Context: an optimization exercise on an open-source flow, tuned for small area, a short achievable clock period and few clock cycles. The choices shown serve that exercise and are no tape-out recipe.
Where RTL was checked, it was by simulation tests only, not by an equivalence proof against the original.

==> flow/design.v (excerpt) <==
module approx_mac_top (
    input  wire                         clk,
    input  wire                         arst_n,
    input  wire [33:0]                  cmd,     
    input  wire                         cmd_valid,
    output logic                        cmd_ready,
    output logic [151:0]                result,  
    output logic                        result_valid,
    input  wire                         result_ready
);
Size in the first run: about 2,200 cells after synthesis.
clock: 9.0 ns
lec_check: 0
cap_margin: 20
core_margin: 2
core_utilization: 60
cts_buf_list: sky130_fd_sc_hd__clkbuf_8
cts_cluster_diameter: 50
cts_cluster_size: 12
setup_slack_margin: 5
slew_margin: 20
synth_hierarchical: 1
standard.sh (not shown) runs the stock make flow with config.mk's settings and CLKGATE_MAP_FILE= SYNTH_SCRIPT=/design/flow/synth_recipe.tcl, a recipe that flattens the netlist after the stock synthesis.
==> flow/flow/run.sh <==
#!/bin/bash
# The standard layout (the standard.sh, all ORFS steps unchanged), except that the
# port buffers buffer_ports inserts are sky130_fd_sc_hd__buf_1 cells instead of the
# delay buffers it picks by default. Every input and output port still gets a buffer.
set -euo pipefail
export BUFFER_PORTS_ARGS="-buffer_cell sky130_fd_sc_hd__buf_1"
bash standard.sh > standard_flow.log 2>&1
Testbench counts at the start, summed over its fixed seeds: cycles 8,168.
Then changed:
Settings changed: CORE_UTILIZATION 60 to 70, CTS_CLUSTER_DIAMETER 50 to 60, CTS_CLUSTER_SIZE 12 to 16.
What happened:
- area after synthesis stays the same
- routed wire length drops by 0.66%
- flip-flop and latch count does not change
- register-to-register slack loses 0.08 ns
- critical path depth rose by 5
- setup slack gets worse by 0.078 ns
- utilization rises by 11 points
- final area drops by 0.95%
Then changed:
Settings changed: CORE_UTILIZATION 70 to 60, PLACE_DENSITY set to 0.75.
Result: Worst setup slack loses 0.045 ns; synthesized area is unchanged; via count went down by 2.1%; register-to-register slack loses 0.04 ns; routed wire length hardly moves; die area goes up by 16%; final cell count grows by 2.0%; first-iteration DRC count shrinks by 4.1%; worst hold slack degrades by 0.0035 ns.
Then changed:
Settings changed: PLACE_DENSITY 0.75 to unset, SETUP_SLACK_MARGIN 5 to 4.7.
Outcome: The new run went through all stages and came out clean. Wire length is lower by 3.5%. Critical path depth is lower by 6. Design area is lower by 3.8%. Global-route usage is lower by 0.14 points. Sequential share of layout area is higher by 0.99 points. Die area does not change. Core utilization is lower by 2.6 points. Synthesized area is unchanged.

approx_mac_top, a different RTL version from the one above (not shown whole).
For scale: ~2,400 cells after synthesis, ~190 I/O pins, roughly 23,000 µm² of cells after synthesis.
clock: 9.0 ns
lec_check: 0
cap_margin: 20
core_margin: 2
core_utilization: 40
cts_buf_list: sky130_fd_sc_hd__clkbuf_4 sky130_fd_sc_hd__clkbuf_8
setup_slack_margin: 5
slew_margin: 20
run.sh (not shown) runs the stock make flow with config.mk's settings and CLKGATE_MAP_FILE= SYNTH_SCRIPT=/design/flow/synth_recipe.tcl, a recipe that flattens the netlist after the stock synthesis.
Stock flow here: none of the scripts above is used.
The starting point completed without violations.
Next try:
- CTS_BUF_LIST: sky130_fd_sc_hd__clkbuf_4 sky130_fd_sc_hd__clkbuf_8 -> default
Effect:
- area after synthesis stays the same
- clock-buffer cell count shrinks by 25
- sequential share of layout area barely changes
- final cell count shrinks by 1.1%
No functional check of the RTL was part of any run of this note.

approx_mac_top, a different RTL version from the one above (not shown whole).
For scale: ~2200 cells after synthesis, about 190 I/O pins.
export LEC_CHECK = 0
export CAP_MARGIN = 20
export CORE_MARGIN = 2
export CORE_UTILIZATION = 40
export SETUP_SLACK_MARGIN = 5
export SLEW_MARGIN = 20
export SYNTH_HIERARCHICAL = 1
create_clock -name core_clock -period 9.0 [get_ports {clk}]
standard.sh (not shown) runs the stock make flow with config.mk's settings and CLKGATE_MAP_FILE= SYNTH_SCRIPT=/design/flow/synth_recipe.tcl, a recipe that flattens the netlist after the stock synthesis.
==> flow/flow/run.sh <==
#!/bin/bash
# The standard layout (the standard.sh, all ORFS steps unchanged), except that the
# port buffers buffer_ports inserts are sky130_fd_sc_hd__buf_2 cells instead of the
# delay buffers it picks by default. Every input and output port still gets a buffer.
set -euo pipefail
export BUFFER_PORTS_ARGS="-buffer_cell sky130_fd_sc_hd__buf_2"
bash standard.sh > standard_flow.log 2>&1
The baseline produced a clean layout.
Testbench counts at the start, summed over its fixed seeds: cycles 8,399.
Next try:
==> flow/run.sh (new file) <==
#!/bin/bash
# synth_recipe.tcl (not shown) runs the flow's synth.tcl, then flattens the netlist and writes it again
# the make line also repeats each setting of config.mk as NAME=value (left out here)
make -C /OpenROAD-flow-scripts/flow DESIGN_CONFIG=/design/flow/config.mk WORK_HOME=/design/flow/orfs CLKGATE_MAP_FILE= SYNTH_SCRIPT=/design/flow/synth_recipe.tcl finish
removed: flow/flow/run.sh
removed: flow/standard.sh
=>
- design area goes up by 2.0%
- register-to-register slack barely changes
- final cell count went down by 1.0%
- critical path depth stays the same

approx_mac_top, a different RTL version from the one above (not shown whole).
Size in the first run: about 270 flip-flops, about 190 I/O pins, about 0.022 mm2 of cells after synthesis.
## approx_mac_top
module approx_mac_top (
    input  wire                         clk,
    input  wire                         arst_n,
    input  wire [33:0]                  cmd,     
    input  wire                         cmd_valid,
    output logic                        cmd_ready,
    output logic [151:0]                result,  
    output logic                        result_valid,
    input  wire                         result_ready
);
clock: 9.0 ns
lec_check: 0
cap_margin: 20
core_margin: 2
core_utilization: 60
setup_slack_margin: 5
slew_margin: 20
synth_hierarchical: 1
run.sh (not shown) runs the stock make flow with config.mk's settings and CLKGATE_MAP_FILE= SYNTH_SCRIPT=/design/flow/synth_recipe.tcl, a recipe that flattens the netlist after the stock synthesis.
Stock flow here: none of the scripts above is used.
Testbench counts at the start, summed over its fixed seeds: cycles 8,399.
Change:
CORE_UTILIZATION = 40   (was 60)
CTS_BUF_LIST = sky130_fd_sc_hd__clkbuf_8   (was default)
CTS_CLUSTER_DIAMETER = 60   (was default)
CTS_CLUSTER_SIZE = 20   (was default)
The new run produced a clean layout; critical path depth goes up by 11; register-to-register slack barely changes; routed wire length is about the same; global-route usage went down by 11 points; setup slack is better by 14 ps; hold slack gets better by 8.7 ps; sequential share of layout area drops by 0.22 points; die area went up by 49%; design area went up by 0.96%.
Change:
==> flow/flow/run.sh (new file) <==
#!/bin/bash
# The standard layout (the standard.sh, all ORFS steps unchanged), except that the
# port buffers buffer_ports inserts are sky130_fd_sc_hd__buf_1 cells instead of the
# delay buffers it picks by default. Every input and output port still gets a buffer.
set -euo pipefail
export BUFFER_PORTS_ARGS="-buffer_cell sky130_fd_sc_hd__buf_1"
bash standard.sh > standard_flow.log 2>&1
==> flow/standard.sh (new file) <==
#!/bin/bash
# synth_recipe.tcl (not shown) runs the flow's synth.tcl, then flattens the netlist and writes it again
# the make line also repeats each setting of config.mk as NAME=value (left out here)
make -C /OpenROAD-flow-scripts/flow DESIGN_CONFIG=/design/flow/config.mk WORK_HOME=/design/flow/orfs CLKGATE_MAP_FILE= SYNTH_SCRIPT=/design/flow/synth_recipe.tcl "${@:-finish}"
CORE_UTILIZATION = 60   (was 40)
CTS_CLUSTER_SIZE = 16   (was 20)
removed: flow/run.sh
Worst hold slack got worse by 3.7 ps.
Sequential share of layout area went up by 1.6 points.
Routed wire length went down by about 3.3%.
Change:
==> flow/run.sh (new file) <==
#!/bin/bash
# synth_recipe.tcl (not shown) runs the flow's synth.tcl, then flattens the netlist and writes it again
# the make line also repeats each setting of config.mk as NAME=value (left out here)
make -C /OpenROAD-flow-scripts/flow DESIGN_CONFIG=/design/flow/config.mk WORK_HOME=/design/flow/orfs CLKGATE_MAP_FILE= SYNTH_SCRIPT=/design/flow/synth_recipe.tcl finish
CORE_UTILIZATION = 40   (was 60)
CTS_BUF_LIST = default   (was sky130_fd_sc_hd__clkbuf_8)
CTS_CLUSTER_DIAMETER = default   (was 60)
CTS_CLUSTER_SIZE = default   (was 16)
removed: flow/flow/run.sh
removed: flow/standard.sh
After rerunning: The changed run passed the timing, DRC and antenna checks; via count drops by 0.77%; setup slack gets worse by 62 ps; design area climbs by 7.4%; hold slack gets worse by 8.4 ps; fmax drops by 1.6%; clock-buffer cell count climbs by 24; synthesized area is unchanged.
Change:
==> flow/flow/run.sh (new file) <==
#!/bin/bash
# The standard layout (the standard.sh, all ORFS steps unchanged), except that the
# port buffers buffer_ports inserts are sky130_fd_sc_hd__buf_1 cells instead of the
# delay buffers it picks by default. Every input and output port still gets a buffer.
set -euo pipefail
export BUFFER_PORTS_ARGS="-buffer_cell sky130_fd_sc_hd__buf_1"
bash standard.sh > standard_flow.log 2>&1
==> flow/standard.sh (new file) <==
#!/bin/bash
# synth_recipe.tcl (not shown) runs the flow's synth.tcl, then flattens the netlist and writes it again
# the make line also repeats each setting of config.mk as NAME=value (left out here)
make -C /OpenROAD-flow-scripts/flow DESIGN_CONFIG=/design/flow/config.mk WORK_HOME=/design/flow/orfs CLKGATE_MAP_FILE= SYNTH_SCRIPT=/design/flow/synth_recipe.tcl "${@:-finish}"
CTS_BUF_LIST = sky130_fd_sc_hd__clkbuf_8   (was default)
CTS_CLUSTER_DIAMETER = 60   (was default)
CTS_CLUSTER_SIZE = 16   (was default)
removed: flow/run.sh
Result: Worst setup slack degrades by 41 ps; via count barely changes; design area shrinks by a few percent; worst hold slack improves by 8.2 ps; die area stays the same; routed wire length falls slightly; sequential share of layout area came out higher by 1.5 points; fmax fell slightly.

== cedar ==
approx_mac_top again, from the RTL that the note above started with.
==> flow/config.mk <==
export PLATFORM = sky130hd
export DESIGN_NAME = approx_mac_top
export DESIGN_NICKNAME = approx_mac_top
export VERILOG_FILES = /design/flow/design.v
export SDC_FILE = /design/flow/constraint.sdc
export NUM_CORES = 4
export LEC_CHECK = 0
export CAP_MARGIN = 20
export CORE_MARGIN = 2
export CORE_UTILIZATION = 60
export CTS_BUF_LIST = sky130_fd_sc_hd__clkbuf_8
export CTS_CLUSTER_DIAMETER = 60
export CTS_CLUSTER_SIZE = 16
export SETUP_SLACK_MARGIN = 5
export SLEW_MARGIN = 20
export SYNTH_HIERARCHICAL = 1
==> flow/constraint.sdc <==
create_clock -name core_clock -period 9.0 [get_ports {clk}]
set_input_delay 1.8000 -clock core_clock [delete_from_list [all_inputs] [get_ports {clk}]]
set_output_delay 1.8000 -clock core_clock [all_outputs]
set_load 0.01 [all_outputs]
standard.sh (not shown) runs the stock make flow with config.mk's settings and CLKGATE_MAP_FILE= SYNTH_SCRIPT=/design/flow/synth_recipe.tcl, a recipe that flattens the netlist after the stock synthesis.
==> flow/flow/run.sh <==
#!/bin/bash
# The standard layout (the standard.sh, all ORFS steps unchanged), except that:
# - the port buffers buffer_ports inserts are sky130_fd_sc_hd__buf_1 cells instead of the
#   delay buffers it picks by default (every input and output port still gets a buffer);
set -euo pipefail
export BUFFER_PORTS_ARGS="-buffer_cell sky130_fd_sc_hd__buf_1"
bash standard.sh SETUP_SLACK_MARGIN=6.5 finish > standard_flow.log 2>&1
cedar: all stages complete, timing, DRC and antenna checks passed
Testbench counts of cedar, summed over its fixed seeds: cycles 8,399.
Input-level comparison between xenon and cedar:
- changing CORE_UTILIZATION from 60 to 40
- removing CTS_BUF_LIST (formerly sky130_fd_sc_hd__clkbuf_8)
- removing CTS_CLUSTER_SIZE (formerly 16)
- removing CTS_CLUSTER_DIAMETER (formerly 60)
==> flow/flow/run.sh <==
#!/bin/bash
# The standard layout (the standard.sh, all ORFS steps unchanged), except that the
# port buffers buffer_ports inserts are sky130_fd_sc_hd__buf_1 cells instead of the
# delay buffers it picks by default. Every input and output port still gets a buffer.
set -euo pipefail
export BUFFER_PORTS_ARGS="-buffer_cell sky130_fd_sc_hd__buf_1"
bash standard.sh > standard_flow.log 2>&1
==> summary.txt <==
- xenon: PASS, flow complete, no timing, DRC or antenna violations
- Worst-case setup slack after placement: xenon higher than cedar
- Minimum setup slack among reg-to-reg paths: xenon vs cedar down 0.02 ns
- Between cedar and xenon, final cell count decreased.
- Looking only at number of detailed-route iterations in the first pass, and setting everything else aside, the higher value of cedar and xenon goes to xenon.
- Worst setup slack (lower): xenon

## maple
approx_mac_top again, from the RTL that the note above started with.
Design approx_mac_top, start of the top module:
module approx_mac_top (
    input  wire                         clk,
    input  wire                         arst_n,
    input  wire [33:0]                  cmd,     
    input  wire                         cmd_valid,
    output logic                        cmd_ready,
    output logic [151:0]                result,  
    output logic                        result_valid,
    input  wire                         result_ready
);
==> flow/config.mk <==
export PLATFORM = sky130hd
export DESIGN_NAME = approx_mac_top
export DESIGN_NICKNAME = approx_mac_top
export VERILOG_FILES = /design/flow/design.v
export SDC_FILE = /design/flow/constraint.sdc
export NUM_CORES = 4
export LEC_CHECK = 0
export CAP_MARGIN = 20
export CORE_MARGIN = 2
export CORE_UTILIZATION = 60
export CTS_BUF_LIST = sky130_fd_sc_hd__clkbuf_8
export CTS_CLUSTER_DIAMETER = 60
export CTS_CLUSTER_SIZE = 16
export SETUP_SLACK_MARGIN = 5
export SLEW_MARGIN = 20
export SYNTH_HIERARCHICAL = 1
==> flow/constraint.sdc <==
create_clock -name core_clock -period 9.0 [get_ports {clk}]
set_input_delay 1.8000 -clock core_clock [delete_from_list [all_inputs] [get_ports {clk}]]
set_output_delay 1.8000 -clock core_clock [all_outputs]
set_load 0.01 [all_outputs]
==> flow/flow/run.sh <==
#!/bin/bash
# The standard layout (the standard.sh, all ORFS steps unchanged), except that:
# - the port buffers buffer_ports inserts are sky130_fd_sc_hd__buf_1 cells instead of the
#   delay buffers it picks by default (every input and output port still gets a buffer);
set -euo pipefail
export BUFFER_PORTS_ARGS="-buffer_cell sky130_fd_sc_hd__buf_1"
bash standard.sh SETUP_SLACK_MARGIN=5.5 finish > standard_flow.log 2>&1
Every stage of the flow completed for maple, and the final layout passed the timing, DRC and antenna checks.
Testbench counts of maple, summed over its fixed seeds: cycles 8,399.
Setup changes, maple to onyx
Settings: CORE_UTILIZATION now 75, was 60.
==> flow/flow/run.sh <==
#!/bin/bash
# The standard layout (the standard.sh, all ORFS steps unchanged), except that the
# port buffers buffer_ports inserts are sky130_fd_sc_hd__buf_1 cells instead of the
# delay buffers it picks by default. Every input and output port still gets a buffer.
set -euo pipefail
export BUFFER_PORTS_ARGS="-buffer_cell sky130_fd_sc_hd__buf_1"
bash standard.sh > standard_flow.log 2>&1
[summary]
- onyx finished end to end and its layout was clean on timing, DRC and antenna.
- Slowest cell on the critical path = sky130_fd_sc_hd__fa_1: onyx; slowest cell on the critical path = sky130_fd_sc_hd__a311o_1: maple
- Diff maple -> onyx: worst setup slack after layout shrank by 0.19 ns, via count up 673, per-cell via count in the routed design went up by 10%, clock transition time at the flip-flop clock pins of the worst setup and hold paths stayed essentially flat, maximum net fanout on the critical path higher.
- Per the comparison of onyx with maple, maximum clock frequency has decreased; area share of buffers outside the clock network has decreased; floorplan row count has decreased.

==> what the ideal ports hide <==
The results above use ideal ports. As a check the final layouts listed here were re-extracted and re-timed, cells and wires unchanged.
Step 1 sets driving cells, clkbuf_16 on the clock port and buf_2 on the other inputs (assumed; they add their load-dependent delay and slew).
Step 2 moves the port delays by t, midway between the first and last clock arrival at a register: inputs arrive t later, outputs are due t later. That takes back most of the time a late clock gives input paths.
Slacks: ideal / step 1 / step 2; pairs: ideal / step 1.
| run | t (ns) | setup slack, ns | worst data-port slew with drivers (ns) |
|---|---|---|---|
| the first run of note 1 | 0.643 | 5.073 / 5.073 / 5.073 | 0.07 |
| the second run of note 1 | 0.683 | 4.995 / 4.995 / 4.995 | 0.06 |
| the third run of note 1 | 0.655 | 4.950 / 4.950 / 4.950 | 0.07 |
| the fourth run of note 1 | 0.676 | 4.857 / 4.857 / 4.857 | 0.08 |
| the first run of note 2 | 0.697 | 4.615 / 4.615 / 4.615 | 0.10 |
| the second run of note 2 | 0.597 | 4.630 / 4.630 / 4.630 | 0.10 |
| the first run of note 3 | 0.601 | 4.710 / 4.710 / 4.710 | 0.10 |
| the second run of note 3 | 0.604 | 4.703 / 4.703 / 4.703 | 0.09 |
| the first run of note 4 | 0.631 | 5.026 / 5.026 / 5.026 | 0.09 |
| the second run of note 4 | 0.736 | 5.040 / 5.040 / 5.040 | 0.07 |
| the third run of note 4 | 0.680 | 5.104 / 5.104 / 5.104 | 0.09 |
| the fourth run of note 4 | 0.597 | 5.042 / 5.042 / 5.042 | 0.07 |
| the fifth run of note 4 | 0.693 | 5.001 / 5.001 / 5.001 | 0.06 |
| cedar | 0.698 | 5.009 / 5.009 / 5.009 | 0.08 |
| xenon | 0.589 | 4.991 / 4.991 / 4.991 | 0.06 |
| maple | 0.692 | 5.188 / 5.188 / 5.188 | 0.07 |
| onyx | 0.649 | 5.000 / 5.000 / 5.000 | 0.08 |
After both steps setup and hold are still met in every run listed.
